This is an optimization exercise on Yosys and OpenROAD, whose aim is small area, a short achievable clock period and few clock cycles per item, not a production implementation. Where RTL was checked, it was by simulation tests only, not by an equivalence proof against the original. No activity file was given, so power comes from the tool's default toggle rates.

## markov_jump_langevin_angle_step_top
module markov_jump_langevin_angle_step_top (
    input  logic        i_clk,
    input  logic        i_rst_n,
    input  logic        i_in_valid,
    output logic        o_in_ready,
    input  logic        i_mode,
    input  logic [31:0] i_start_angle,
    input  logic [1:0]  i_start_state,
    input  logic [15:0] i_uniform_event,
    input  logic [15:0] i_uniform_choice,
    input  logic [15:0] i_gaussian_sample,
    output logic        o_out_valid,
    input  logic        i_out_ready,
    output logic [31:0] o_angle,
    output logic [1:0]  o_state,
    output logic [31:0] o_target_angle,
    output logic [15:0] o_rotations,
    input  logic        i_cfg_we,
    input  logic [2:0]  i_cfg_idx,
    input  logic [63:0] i_cfg_data
);
For scale: ~7100 cells after synthesis, ~240 I/O pins, ~0.066 mm2 of cells after synthesis.
==> flow/config.mk <==
export PLATFORM = sky130hd
export DESIGN_NAME = markov_jump_langevin_angle_step_top
export DESIGN_NICKNAME = markov_jump_langevin_angle_step_top
export VERILOG_FILES = /design/flow/design.v
export SDC_FILE = /design/flow/constraint.sdc
export NUM_CORES = 4
export LEC_CHECK = 0
export CAP_MARGIN = 20
export CORE_MARGIN = 2
export CORE_UTILIZATION = 40
export SLEW_MARGIN = 20
==> flow/constraint.sdc <==
create_clock -name core_clock -period 14.0 [get_ports {i_clk}]
set_input_delay 2.8000 -clock core_clock [delete_from_list [all_inputs] [get_ports {i_clk}]]
set_output_delay 2.8000 -clock core_clock [all_outputs]
set_load 0.01 [all_outputs]
standard.sh (not shown) runs the stock make flow with config.mk's settings and CLKGATE_MAP_FILE= SYNTH_SCRIPT=/design/flow/synth_recipe.tcl, a recipe that flattens the netlist after the stock synthesis.
==> flow/flow/run.sh <==
#!/bin/bash
# Standard layout, with repair_timing aiming at a setup slack margin of
# SETUP_MARGIN ns instead of 0.
set -euo pipefail
bash standard.sh SETUP_SLACK_MARGIN=${SETUP_MARGIN:-9} finish > standard.log 2>&1
The starting point finished with timing, DRC and antenna clean.
==> next run, changes <==
==> flow/run.sh (new file) <==
#!/bin/bash
# synth_recipe.tcl (not shown) runs the flow's synth.tcl, then flattens the netlist and writes it again
# the make line also repeats each setting of config.mk as NAME=value (left out here)
make -C /OpenROAD-flow-scripts/flow DESIGN_CONFIG=/design/flow/config.mk WORK_HOME=/design/flow/orfs CLKGATE_MAP_FILE= SYNTH_SCRIPT=/design/flow/synth_recipe.tcl finish
SETUP_SLACK_MARGIN = 5   (was not set)
removed: flow/flow/run.sh
removed: flow/standard.sh
The new run finished with timing, DRC and antenna clean. Wire length drops by roughly a tenth. Critical path depth drops by 5. Area after synthesis stays the same. Count of clock-buffer cells in the layout drops by 7. Setup slack gets worse by 1.4 ns. Die area does not change.
No run of this note included a check of the RTL's function; only the layout flow was run.

## P
markov_jump_langevin_angle_step_top, a different RTL version from the one above (not shown whole).
For scale: ~7,500 cells after synthesis, roughly 65,000 sq um of cells after synthesis.
export LEC_CHECK = 0
export CAP_MARGIN = 20
export CORE_MARGIN = 2
export CORE_UTILIZATION = 50
export SLEW_MARGIN = 20
create_clock -name core_clock -period 14.0 [get_ports {i_clk}]
==> flow/flow/run.sh <==
#!/bin/bash
# Standard layout, with repair_timing aiming at a setup slack margin of
# SETUP_MARGIN ns instead of 0.
set -euo pipefail
bash standard.sh SETUP_SLACK_MARGIN=${SETUP_MARGIN:-8.5} finish > standard.log 2>&1
Both conditions hold for P: the flow ran to the end and the final layout passed the timing, design-rule and antenna checks.
Testbench counts of P, summed over its fixed seeds: cycles 16,032, items 16,000.
## Diff of input files: Q against P
--- a/flow/flow/run.sh
+++ b/flow/flow/run.sh
@@ -4,2 +4,2 @@
 set -euo pipefail
-bash standard.sh SETUP_SLACK_MARGIN=${SETUP_MARGIN:-8.5} finish > standard.log 2>&1
+bash standard.sh SETUP_SLACK_MARGIN=${SETUP_MARGIN:-7.5} finish > standard.log 2>&1
--- a/flow/config.mk
+++ b/flow/config.mk
@@ -9,3 +9,3 @@
 export CORE_MARGIN = 2
-export CORE_UTILIZATION = 50
+export CORE_UTILIZATION = 40
 export SLEW_MARGIN = 20
==> results.txt <==
Status: worst hold slack parity (Q, P)
On power, P loses to Q.
The design area in Q was lower than what P gave.
Comparing Q and P, the higher met2 usage is on P.
Number of global-route vias before repair for Q: about 0.5% down relative to P
For the post-layout net count, Q came in 83 lower than P did.
P -> Q: count of buffers not belonging to the clock network in the layout decreased by more than 10%
Between P and Q, the flow reports number of clock buffer instances in the layout decreasing by a few percent.
| final setup slack of the worst path | Q vs P | worse |
P has a higher largest stage delay on the critical path than Q.

[what the ideal ports hide]
In the flow no input, the clock included, has a driving cell. The finished layouts below were timed again as built, in two steps.
Step 1 assumes that a clkbuf_16 drives the clock port and a buf_2 every other input.
Step 2 times the ports against the registers' clock, not the clock port: input delays grow and output delays shrink by t, the midpoint of the rising clock arrivals with the driver on.
Three values: no drivers, after step 1, after step 2; two values: the first two.
run	t, ns	slack for setup (ns)	clock arrival spread, ns	worst data-port slew with drivers (ns)
the first run of note 1	0.801	6.626 / 6.626 / 6.626	0.069 / 0.069	0.20
the second run of note 1	0.781	5.260 / 5.260 / 5.260	0.060 / 0.060	0.07
P	0.789	7.286 / 7.286 / 7.286	0.047 / 0.048	0.17
Q	0.788	7.171 / 7.171 / 7.171	0.067 / 0.066	0.06
After both steps every run listed still meets setup and hold.
